This is an optimization exercise on Yosys and OpenROAD, whose aim is small area, a short achievable clock period and few clock cycles per item, not a production implementation.
Function not checked in this run: the RTL went through the layout flow alone.
Power figures rest on the tool's default switching activity, not on a simulated workload.

==> design.v <==
package qr_pkg;
endpackage
`timescale 1ns/10ps
module qr_cordic_top (
	input  logic               clk,
	input  logic               rst,
	input  logic               en,
	output logic               rd_a,
	output logic [1:0]         rd_a_row,
	output logic [0:0]         rd_a_col,
	input  logic signed [12:0] rd_a_data,
	output logic               wr_r,
	output logic [1:0]         wr_r_row,
	output logic [0:0]         wr_r_col,
	output logic signed [12:0] wr_r_data,
	output logic               valid
);
	logic          busy;
	logic [6:0]    cnt;
	logic [6:0]    nc;
	assign nc = cnt + 7'd1;
	logic          v_it, r_it, g_it, yp_cap;
	logic          ks_x1, ks_x2, ks_x3, ks_yp;  
	logic [3:0]    jv, jr, jg;          
	logic          w11, w12, w22;       
	always_ff @(posedge clk or posedge rst) begin
		if (rst) begin
			busy  <= 1'b0;
			cnt   <= '0;
			rd_a  <= 1'b0;
			wr_r  <= 1'b0;
			valid <= 1'b0;
		end else begin
			if (en) begin
				busy <= 1'b1;
				cnt  <= 7'd1;
			end else if (busy) begin
				busy <= cnt != 7'd71;
				cnt  <= nc;
			end
			rd_a  <= en || (busy && (nc == 7'd2 || nc == 7'd14 || nc == 7'd15 || nc == 7'd27 || nc == 7'd28 || nc == 7'd40 || nc == 7'd41));
			wr_r  <= busy && (nc == 7'd55 || nc == 7'd56 || nc == 7'd71);
			valid <= busy && (nc == 7'd71);
		end
	end
	always_ff @(posedge clk) begin
		v_it   <= busy && (nc == 7'd3 || nc == 7'd4 || nc == 7'd5 || nc == 7'd6 || nc == 7'd7 || nc == 7'd8 || nc == 7'd9 || nc == 7'd10 || nc == 7'd11 || nc == 7'd12 || nc == 7'd13 || nc == 7'd14 || nc == 7'd16 || nc == 7'd17 || nc == 7'd18 || nc == 7'd19 || nc == 7'd20 || nc == 7'd21 || nc == 7'd22 || nc == 7'd23 || nc == 7'd24 || nc == 7'd25 || nc == 7'd26 || nc == 7'd27 || nc == 7'd29 || nc == 7'd30 || nc == 7'd31 || nc == 7'd32 || nc == 7'd33 || nc == 7'd34 || nc == 7'd35 || nc == 7'd36 || nc == 7'd37 || nc == 7'd38 || nc == 7'd39 || nc == 7'd40 || nc == 7'd42 || nc == 7'd43 || nc == 7'd44 || nc == 7'd45 || nc == 7'd46 || nc == 7'd47 || nc == 7'd48 || nc == 7'd49 || nc == 7'd50 || nc == 7'd51 || nc == 7'd52 || nc == 7'd53);
		r_it   <= busy && (nc == 7'd4 || nc == 7'd5 || nc == 7'd6 || nc == 7'd7 || nc == 7'd8 || nc == 7'd9 || nc == 7'd10 || nc == 7'd11 || nc == 7'd12 || nc == 7'd13 || nc == 7'd14 || nc == 7'd15 || nc == 7'd17 || nc == 7'd18 || nc == 7'd19 || nc == 7'd20 || nc == 7'd21 || nc == 7'd22 || nc == 7'd23 || nc == 7'd24 || nc == 7'd25 || nc == 7'd26 || nc == 7'd27 || nc == 7'd28 || nc == 7'd30 || nc == 7'd31 || nc == 7'd32 || nc == 7'd33 || nc == 7'd34 || nc == 7'd35 || nc == 7'd36 || nc == 7'd37 || nc == 7'd38 || nc == 7'd39 || nc == 7'd40 || nc == 7'd41 || nc == 7'd43 || nc == 7'd44 || nc == 7'd45 || nc == 7'd46 || nc == 7'd47 || nc == 7'd48 || nc == 7'd49 || nc == 7'd50 || nc == 7'd51 || nc == 7'd52 || nc == 7'd53 || nc == 7'd54);
		g_it   <= busy && (nc == 7'd19 || nc == 7'd20 || nc == 7'd21 || nc == 7'd22 || nc == 7'd23 || nc == 7'd24 || nc == 7'd25 || nc == 7'd26 || nc == 7'd27 || nc == 7'd28 || nc == 7'd29 || nc == 7'd30 || nc == 7'd32 || nc == 7'd33 || nc == 7'd34 || nc == 7'd35 || nc == 7'd36 || nc == 7'd37 || nc == 7'd38 || nc == 7'd39 || nc == 7'd40 || nc == 7'd41 || nc == 7'd42 || nc == 7'd43 || nc == 7'd45 || nc == 7'd46 || nc == 7'd47 || nc == 7'd48 || nc == 7'd49 || nc == 7'd50 || nc == 7'd51 || nc == 7'd52 || nc == 7'd53 || nc == 7'd54 || nc == 7'd55 || nc == 7'd56 || nc == 7'd58 || nc == 7'd59 || nc == 7'd60 || nc == 7'd61 || nc == 7'd62 || nc == 7'd63 || nc == 7'd64 || nc == 7'd65 || nc == 7'd66 || nc == 7'd67 || nc == 7'd68 || nc == 7'd69);
		yp_cap <= busy && (nc == 7'd16 || nc == 7'd29 || nc == 7'd42 || nc == 7'd55);
		ks_x1  <= busy && (nc == 7'd15 || nc == 7'd28 || nc == 7'd41 || nc == 7'd54);
		ks_x2  <= busy && (nc == 7'd16 || nc == 7'd29 || nc == 7'd42 || nc == 7'd55);
		ks_x3  <= busy && (nc == 7'd31 || nc == 7'd44 || nc == 7'd57 || nc == 7'd70);
		ks_yp  <= busy && (nc == 7'd17 || nc == 7'd30 || nc == 7'd43 || nc == 7'd56);
		w11    <= busy && (nc == 7'd54);
		w12    <= busy && (nc == 7'd55);
		w22    <= busy && (nc == 7'd70);
		case (nc)
			7'd4: jv <= 4'd1;
			7'd5: jv <= 4'd2;
			7'd6: jv <= 4'd3;
			7'd7: jv <= 4'd4;
			7'd8: jv <= 4'd5;
			7'd9: jv <= 4'd6;
			7'd10: jv <= 4'd7;
			7'd11: jv <= 4'd8;
			7'd12: jv <= 4'd9;
			7'd13: jv <= 4'd10;
			7'd14: jv <= 4'd11;
			7'd17: jv <= 4'd1;
			7'd18: jv <= 4'd2;
			7'd19: jv <= 4'd3;
			7'd20: jv <= 4'd4;
			7'd21: jv <= 4'd5;
			7'd22: jv <= 4'd6;
			7'd23: jv <= 4'd7;
			7'd24: jv <= 4'd8;
			7'd25: jv <= 4'd9;
			7'd26: jv <= 4'd10;
			7'd27: jv <= 4'd11;
			7'd30: jv <= 4'd1;
			7'd31: jv <= 4'd2;
			7'd32: jv <= 4'd3;
			7'd33: jv <= 4'd4;
			7'd34: jv <= 4'd5;
			7'd35: jv <= 4'd6;
			7'd36: jv <= 4'd7;
			7'd37: jv <= 4'd8;
			7'd38: jv <= 4'd9;
			7'd39: jv <= 4'd10;
			7'd40: jv <= 4'd11;
			7'd43: jv <= 4'd1;
			7'd44: jv <= 4'd2;
			7'd45: jv <= 4'd3;
			7'd46: jv <= 4'd4;
			7'd47: jv <= 4'd5;
			7'd48: jv <= 4'd6;
			7'd49: jv <= 4'd7;
			7'd50: jv <= 4'd8;
			7'd51: jv <= 4'd9;
			7'd52: jv <= 4'd10;
			7'd53: jv <= 4'd11;
			default: jv <= 4'd0;
		endcase
		case (nc)
			7'd5: jr <= 4'd1;
			7'd6: jr <= 4'd2;
			7'd7: jr <= 4'd3;
			7'd8: jr <= 4'd4;
			7'd9: jr <= 4'd5;
			7'd10: jr <= 4'd6;
			7'd11: jr <= 4'd7;
			7'd12: jr <= 4'd8;
			7'd13: jr <= 4'd9;
			7'd14: jr <= 4'd10;
			7'd15: jr <= 4'd11;
			7'd18: jr <= 4'd1;
			7'd19: jr <= 4'd2;
			7'd20: jr <= 4'd3;
			7'd21: jr <= 4'd4;
			7'd22: jr <= 4'd5;
			7'd23: jr <= 4'd6;
			7'd24: jr <= 4'd7;
			7'd25: jr <= 4'd8;
			7'd26: jr <= 4'd9;
			7'd27: jr <= 4'd10;
			7'd28: jr <= 4'd11;
			7'd31: jr <= 4'd1;
			7'd32: jr <= 4'd2;
			7'd33: jr <= 4'd3;
			7'd34: jr <= 4'd4;
			7'd35: jr <= 4'd5;
			7'd36: jr <= 4'd6;
			7'd37: jr <= 4'd7;
			7'd38: jr <= 4'd8;
			7'd39: jr <= 4'd9;
			7'd40: jr <= 4'd10;
			7'd41: jr <= 4'd11;
			7'd44: jr <= 4'd1;
			7'd45: jr <= 4'd2;
			7'd46: jr <= 4'd3;
			7'd47: jr <= 4'd4;
			7'd48: jr <= 4'd5;
			7'd49: jr <= 4'd6;
			7'd50: jr <= 4'd7;
			7'd51: jr <= 4'd8;
			7'd52: jr <= 4'd9;
			7'd53: jr <= 4'd10;
			7'd54: jr <= 4'd11;
			default: jr <= 4'd0;
		endcase
		case (nc)
			7'd20: jg <= 4'd1;
			7'd21: jg <= 4'd2;
			7'd22: jg <= 4'd3;
			7'd23: jg <= 4'd4;
			7'd24: jg <= 4'd5;
			7'd25: jg <= 4'd6;
			7'd26: jg <= 4'd7;
			7'd27: jg <= 4'd8;
			7'd28: jg <= 4'd9;
			7'd29: jg <= 4'd10;
			7'd30: jg <= 4'd11;
			7'd33: jg <= 4'd1;
			7'd34: jg <= 4'd2;
			7'd35: jg <= 4'd3;
			7'd36: jg <= 4'd4;
			7'd37: jg <= 4'd5;
			7'd38: jg <= 4'd6;
			7'd39: jg <= 4'd7;
			7'd40: jg <= 4'd8;
			7'd41: jg <= 4'd9;
			7'd42: jg <= 4'd10;
			7'd43: jg <= 4'd11;
			7'd46: jg <= 4'd1;
			7'd47: jg <= 4'd2;
			7'd48: jg <= 4'd3;
			7'd49: jg <= 4'd4;
			7'd50: jg <= 4'd5;
			7'd51: jg <= 4'd6;
			7'd52: jg <= 4'd7;
			7'd53: jg <= 4'd8;
			7'd54: jg <= 4'd9;
			7'd55: jg <= 4'd10;
			7'd56: jg <= 4'd11;
			7'd59: jg <= 4'd1;
			7'd60: jg <= 4'd2;
			7'd61: jg <= 4'd3;
			7'd62: jg <= 4'd4;
			7'd63: jg <= 4'd5;
			7'd64: jg <= 4'd6;
			7'd65: jg <= 4'd7;
			7'd66: jg <= 4'd8;
			7'd67: jg <= 4'd9;
			7'd68: jg <= 4'd10;
			7'd69: jg <= 4'd11;
			default: jg <= 4'd0;
		endcase
		if (en) begin
			rd_a_row <= 2'd3;
			rd_a_col <= 1'b0;
		end else begin
			case (nc)
				7'd2: begin rd_a_row <= 2'd3; rd_a_col <= 1'b1; end
				7'd14: begin rd_a_row <= 2'd2; rd_a_col <= 1'b0; end
				7'd15: begin rd_a_row <= 2'd2; rd_a_col <= 1'b1; end
				7'd27: begin rd_a_row <= 2'd1; rd_a_col <= 1'b0; end
				7'd28: begin rd_a_row <= 2'd1; rd_a_col <= 1'b1; end
				7'd40: begin rd_a_row <= 2'd0; rd_a_col <= 1'b0; end
				7'd41: begin rd_a_row <= 2'd0; rd_a_col <= 1'b1; end
				default: begin rd_a_row <= 2'd3; rd_a_col <= 1'b0; end
			endcase
		end
	end
	logic signed [11:0] y1, x2, y2, y3, y3p, ain;
	logic        [10:0] x1, x3;
	logic signed [11:0] x1e, x3e;
	logic [0:0]        dq;    
	assign x1e = {1'b0, x1};
	assign x3e = {1'b0, x3};
	assign ain = rd_a_data[11:0];
	logic signed [11:0] kin, kout;
	assign kin = ({12{ks_x1}} & x1e) | ({12{ks_x2}} & x2) | ({12{ks_x3}} & x3e) | ({12{ks_yp}} & y3p);
	qr_kgain u_k (.v(kin), .k(kout));
	logic signed [11:0] vx[0:1], vy[0:1];
	logic [0:0] vd;
	assign vx[0] = x1e;
	assign vy[0] = y1;
	logic signed [11:0] rx[0:1], ry[0:1];
	logic [0:0] rd;
	assign rx[0] = x2;
	assign ry[0] = y2;
	logic signed [11:0] gx[0:1], gy[0:1];
	logic [0:0] gd;
	assign gx[0] = x3e;
	assign gy[0] = y3;
	logic signed [11:0] vsx0, vsy0;
	assign vsx0 = vx[0] >>> jv;
	assign vsy0 = vy[0] >>> jv;
	assign vd[0] = ~vy[0][11];
	qr_addsub u_vx0 (.a(vx[0]), .b(vsy0), .add(vd[0]),  .s(vx[1]));
	qr_addsub u_vy0 (.a(vy[0]), .b(vsx0), .add(~vd[0]), .s(vy[1]));
	logic signed [11:0] rsx0, rsy0;
	assign rsx0 = rx[0] >>> jr;
	assign rsy0 = ry[0] >>> jr;
	assign rd[0] = dq[0];
	qr_addsub u_rx0 (.a(rx[0]), .b(rsy0), .add(rd[0]),  .s(rx[1]));
	qr_addsub u_ry0 (.a(ry[0]), .b(rsx0), .add(~rd[0]), .s(ry[1]));
	logic signed [11:0] gsx0, gsy0;
	assign gsx0 = gx[0] >>> jg;
	assign gsy0 = gy[0] >>> jg;
	assign gd[0] = ~gy[0][11];
	qr_addsub u_gx0 (.a(gx[0]), .b(gsy0), .add(gd[0]),  .s(gx[1]));
	qr_addsub u_gy0 (.a(gy[0]), .b(gsx0), .add(~gd[0]), .s(gy[1]));
	always_ff @(posedge clk) begin
		dq  <= vd;
		x1  <= v_it ? vx[1][10:0] : kout[10:0];
		y1  <= v_it ? vy[1] : ain;
		x2  <= r_it ? rx[1] : kout;
		y2  <= r_it ? ry[1] : ain;
		y3p <= yp_cap ? y2 : kout;
		x3  <= g_it ? gx[1][10:0] : kout[10:0];
		y3  <= g_it ? gy[1] : y3p;
	end
	always_ff @(posedge clk) begin
		if (w11 || w12 || w22) wr_r_data <= 13'(kout);
		if (w11) begin
			wr_r_row <= 2'd0;
			wr_r_col <= 1'b0;
		end else if (w12) begin
			wr_r_row <= 2'd0;
			wr_r_col <= 1'b1;
		end else if (w22) begin
			wr_r_row <= 2'd1;
			wr_r_col <= 1'b1;
		end
	end
endmodule
module qr_kgain (
	input  logic signed [11:0] v,
	output logic signed [11:0] k
);
	logic signed [21:0] ve;
	logic signed [21:0] p;
	assign ve = v;
	assign p  = (ve <<< 9) + (ve <<< 7) - (ve <<< 4) - (ve <<< 1);
	assign k  = p[21:10];
endmodule
module qr_addsub (
	input  logic [11:0] a,
	input  logic [11:0] b,
	input  logic        add,
	output logic [11:0] s
);
	logic [11:0] bb, g, p;
	logic [11:0] gl [0:4];
	logic [11:0] pl [0:4];
	assign bb = add ? b : ~b;
	assign g  = a & bb;
	assign p  = a ^ bb;
	always_comb begin
		gl[0] = g;
		pl[0] = p;
		gl[0][0] = g[0] | (p[0] & ~add);
		for (int l = 0; l < 4; l++) begin
			gl[l+1] = gl[l];
			pl[l+1] = pl[l];
			for (int i = 0; i < 12; i++) begin
				if ((i >> l) & 1) begin
					gl[l+1][i] = gl[l][i] | (pl[l][i] & gl[l][((i >> l) << l) - 1]);
					pl[l+1][i] = pl[l][i] & pl[l][((i >> l) << l) - 1];
				end
			end
		end
	end
	assign s = p ^ {gl[4][10:0], ~add};
endmodule
==> flow/run.sh <==
#!/bin/bash
set -euo pipefail
bash standard.sh finish SETUP_SLACK_MARGIN=12.5 > orfs_flow.log 2>&1
==> standard.sh <==
#!/bin/bash
# synth_recipe.tcl (not shown) runs the flow's synth.tcl, then flattens the netlist and writes it again
# the make line also repeats each setting of config.mk as NAME=value (left out here)
make -C /OpenROAD-flow-scripts/flow DESIGN_CONFIG=/design/flow/config.mk WORK_HOME=/design/flow/orfs CLKGATE_MAP_FILE= SYNTH_SCRIPT=/design/flow/synth_recipe.tcl "${@:-finish}"
==> config.mk <==
export PLATFORM = sky130hd
export DESIGN_NAME = qr_cordic_top
export DESIGN_NICKNAME = qr_cordic_top
export VERILOG_FILES = /design/flow/design.v
export SDC_FILE = /design/flow/constraint.sdc
export NUM_CORES = 4
export LEC_CHECK = 0
export CAP_MARGIN = 20
export CORE_MARGIN = 2
export CORE_UTILIZATION = 40
export SLEW_MARGIN = 20
==> constraint.sdc <==
create_clock -name core_clock -period 17.0 [get_ports {clk}]
set_input_delay 3.4000 -clock core_clock [delete_from_list [all_inputs] [get_ports {clk}]]
set_output_delay 3.4000 -clock core_clock [all_outputs]
set_load 0.01 [all_outputs]
==> impl_metrics.tcl <==
set metrics [dict create \
    irDropWorstVdd_uv 90.0 \
    slew_headroom_pct 34.8 \
    grt_usage_pct 20.8 \
    place_area_mm2 0.0132 \
    fp.dieW_um 182 \
    ys_seq_area_share_pct 22.3 \
    hold_buffers 0 \
    critPathBufInv 1 \
    yosysTopAreaCell "dfxtp_1" \
    drc 0 \
    insertion_delay_ns 0.43 \
    finalNetCount 1627 \
    finalCritPeriodShare_pct 26.2 \
    wl_um 34100 \
    drive_gt1_share_pct 12.3 \
    worst_pin_slew_ns 0.971 \
    first_global_vias 10100 \
    slew_violations 0 \
    synth.area.top_cells "dfxtp_1 (17%), ha_1 (8.7%), xnor2_1 (6.6%), fa_1 (6.5%), mux2i_1 (5.4%)" \
    p_per_area_mw_per_mm2 156 \
    synth_edf_count 12 \
    worstSetupStartpointType "register" \
    post_drt_wl_per_cell_um 18.0 \
    cap_violations 0 \
    tritoncts "built" \
    slowest_delay_ns 0.35 \
    drt_iter0_markers 942 \
    setup_viol 0 \
    cts_buffer_depth 2 \
    ys_warn_count 16 \
    critPathRequiredTime_ns 13.60 \
    die_h_um 182 \
    finalHoldViolCount 0 \
    syn_to_final_growth_pct 10.3 \
    grt_pass1_wl_um 55000 \
    drt_pre_antenna_iters 8 \
    synthFlopType "dfxtp_1" \
    fin_area_mm2 0.0140 \
    cts_root_buffer "clkbuf_16" \
    place_hpwl_um 25300 \
    grt-ovfl-total 0 \
    ys_seq_elements 133 \
    async_flop_share_pct 8.27 \
    io_pins 38 \
    end_kind "output port" \
    grt_setup_unrepaired "true" \
    rows 65 \
    synth_cell_types 83 \
    antenna_left 0 \
    min_period_ns 4.46 \
    hold_class "register to register" \
    final_core_util_pct 44.7 \
    die-area_mm2 0.0332 \
    place_congestion 0.937 \
    io_buffer_count 35 \
    crit_type "register to output port" \
    path_cells "dlygate4sd2_1" \
    cts-htree-levels 4 \
    cp_slowest_cell "edfxtp_1" \
    critPathTopFamily "flip-flops" \
    antenna_found_initial 0 \
    syn_inst 1503 \
    syn_area_per_cell_um2 8.46 \
    vias_per_cell 5.63 \
    diodes 0 \
    max_freq_mhz 224 \
    crit_path_max_fanout 1 \
    initial_core_util_pct 40.5 \
    cts_buffers 17 \
    fin_worst_skew_ns 0.0150 \
    synth_top_area_share_pct 17.3 \
    path_clk_slew_ns 0.06 \
    arrival_ns 1.06 \
    vias 10700 \
    p_leak_nw 5.69 \
    status "no timing/DRC/antenna violations" \
    synth_nets 1648 \
    grt_start_max_net_pins 40 \
    syn_area_mm2 0.0127 \
    setup_tns_ns 0 \
    core-area_mm2 0.0314 \
    cts_sinks 133 \
]
==> state kept, by name, indices dropped and copies added, names as in the netlist, 2 cells and up <==
register and flops:
y3p 12, cnt 7, rd_a_row 2, x3 11, jg 4, jv 4, y3 12, wr_r_data 12
jr 4, x1 11, x2 12, y2 12, y1 12
==> through the flow <==
stage / total power (W) / cells / hold WS [ns] / setup slack, ns
2_1_floorplan: 0.00154 / 1503 / 0.408 / 12.56
3_3_place_gp: 0.00179 / 1853 / 0.424 / 11.91
3_5_place_dp: 0.00181 / 1853 / 0.431 / 11.80
4_1_cts: 0.00219 / 1889 / 0.442 / 12.46
5_1_grt: 0.00241 / 1897 / 0.472 / 12.50
6_report: 0.00219 / 1897 / 0.438 / 12.54
==> worst paths after layout <==
| check | start | end | slack [ns] | depth (start not counted) |
|---|---|---|---|---|
| worst max register to register | ks_x2$_DFF_P_ | x3[9]$_DFF_P_ | 12.66 | 16 |
| worst max-delay path | wr_r_data[8]$_DFFE_PP_ | wr_r_data[8] | 12.54 | 1 |
| worst min-delay path | w11$_DFF_P_ | wr_r_col$_SDFFE_PP0P_ | 0.44 | 1 |
| worst min register to register | w11$_DFF_P_ | wr_r_col$_SDFFE_PP0P_ | 0.44 | 1 |
| min in group asynchronous | rst | cnt[6]$_DFFE_PP0P_ | 3.27 | 2 |
| max in group asynchronous | rst | cnt[5]$_DFFE_PP0P_ | 13.43 | 2 |
==> synthesized netlist by cell type, types with 12 or more instances <==
| cell type | number |
|---|---|
| fa_1 | 41 |
| edfxtp_1 | 12 |
| nand2b_1 | 12 |
| xnor2_1 | 96 |
| clkbuf_1 | 60 |
| xor2_1 | 18 |
| nand2_1 | 123 |
| mux2_2 | 40 |
| nor2_1 | 134 |
| a21oi_1 | 88 |
| nand3_1 | 17 |
| a22oi_1 | 34 |
| o21ai_0 | 105 |
| dfxtp_1 | 110 |
| o22ai_1 | 15 |
| o21a_1 | 14 |
| nor3_1 | 34 |
| mux2i_1 | 69 |
| nor2b_1 | 20 |
| ha_1 | 88 |
| inv_1 | 114 |
| mux4_2 | 25 |
| and2_1 | 14 |
| buf_2 | 26 |
| a31oi_1 | 13 |
==> power by group <==
group | internal, W | switching [W]
sequential | 0.000388 | 0.000133
clock | 0.000193 | 0.000164
combinational | 0.000633 | 0.000683
==> area by class of cell <==
class,count,area [um^2]
Clock buffer,17,425
Multi-Input combinational cell,1152,9100
Timing Repair Buffer,61,574
Inverter,117,443
Sequential cell,133,2850
Fill cell,3088,17400
Clock inverter,15,136
Tap cell,402,503
==> metal layers <==
| metal | global-route usage [%] | up-vias | part of all wire, % |
|---|---|---|---|
| met1 | 30.1 | 5105 | 48 |
| met2 | 32.9 | 329 | 45 |
| met4 | 5.32 | 0 | 1.5 |
| met5 | 0 | - | 0 |
| met3 | 2.53 | 39 | 5.0 |
| li1 | - | 5212 | - |
==> layout by cell type (no fill, tap or decap), types with 34 or more instances in the layout <==
| cell | count |
|---|---|
| dfxtp_1 | 103 |
| nor2_1 | 134 |
| ha_1 | 87 |
| mux2_2 | 40 |
| xnor2_1 | 95 |
| mux2i_1 | 69 |
| nor3_1 | 34 |
| o21ai_0 | 103 |
| fa_1 | 41 |
| inv_1 | 112 |
| nand2_1 | 123 |
| a21oi_1 | 88 |
==> logic make-up after synthesis <==
family	synth area share, %
AO/OA/AOI/OAI	18.7
XOR/XNOR	9.09
adder cells (fa/ha/maj)	15.1
buffers and inverters	6.93
flip-flops	22.3
multiplexers	13.4
other	0.0295
AND/OR/NAND/NOR	14.5
==> what timing repair did <==
item | 4_1_cts | 5_1_grt
setup endpoints to repair | 65 | 56
buffers inserted | 4 | 7
endpoints found under the hold margin | 0 | 0
pin swaps | 2 | 5
gates cloned | 0 | 1
resized for setup | 37 | 38

[afterwards: timing with drivers on the ports]
Ports are ideal in the flow. The routed layout listed here was re-timed in OpenROAD. Step 1, drivers: a clkbuf_16 drives clk and a buf_2 each remaining input, both assumed. Step 2 moves the port delays by t, midway between the first and last clock arrival at a register: inputs arrive t later, outputs are due t later. That takes back most of the time a late clock gives input paths. Slacks: ideal / step 1 / step 2; pairs: ideal / step 1.
shift t [ns]: 0.470
setup WS [ns]: 12.538 / 12.490 / 12.219
worst setup path at the end: input to register
clock arrival spread, ns: 0.015 / 0.015
After both steps setup and hold are still met in this run. The setup slack of this run moves by -0.048 ns with the drivers and by -0.319 ns with both steps.
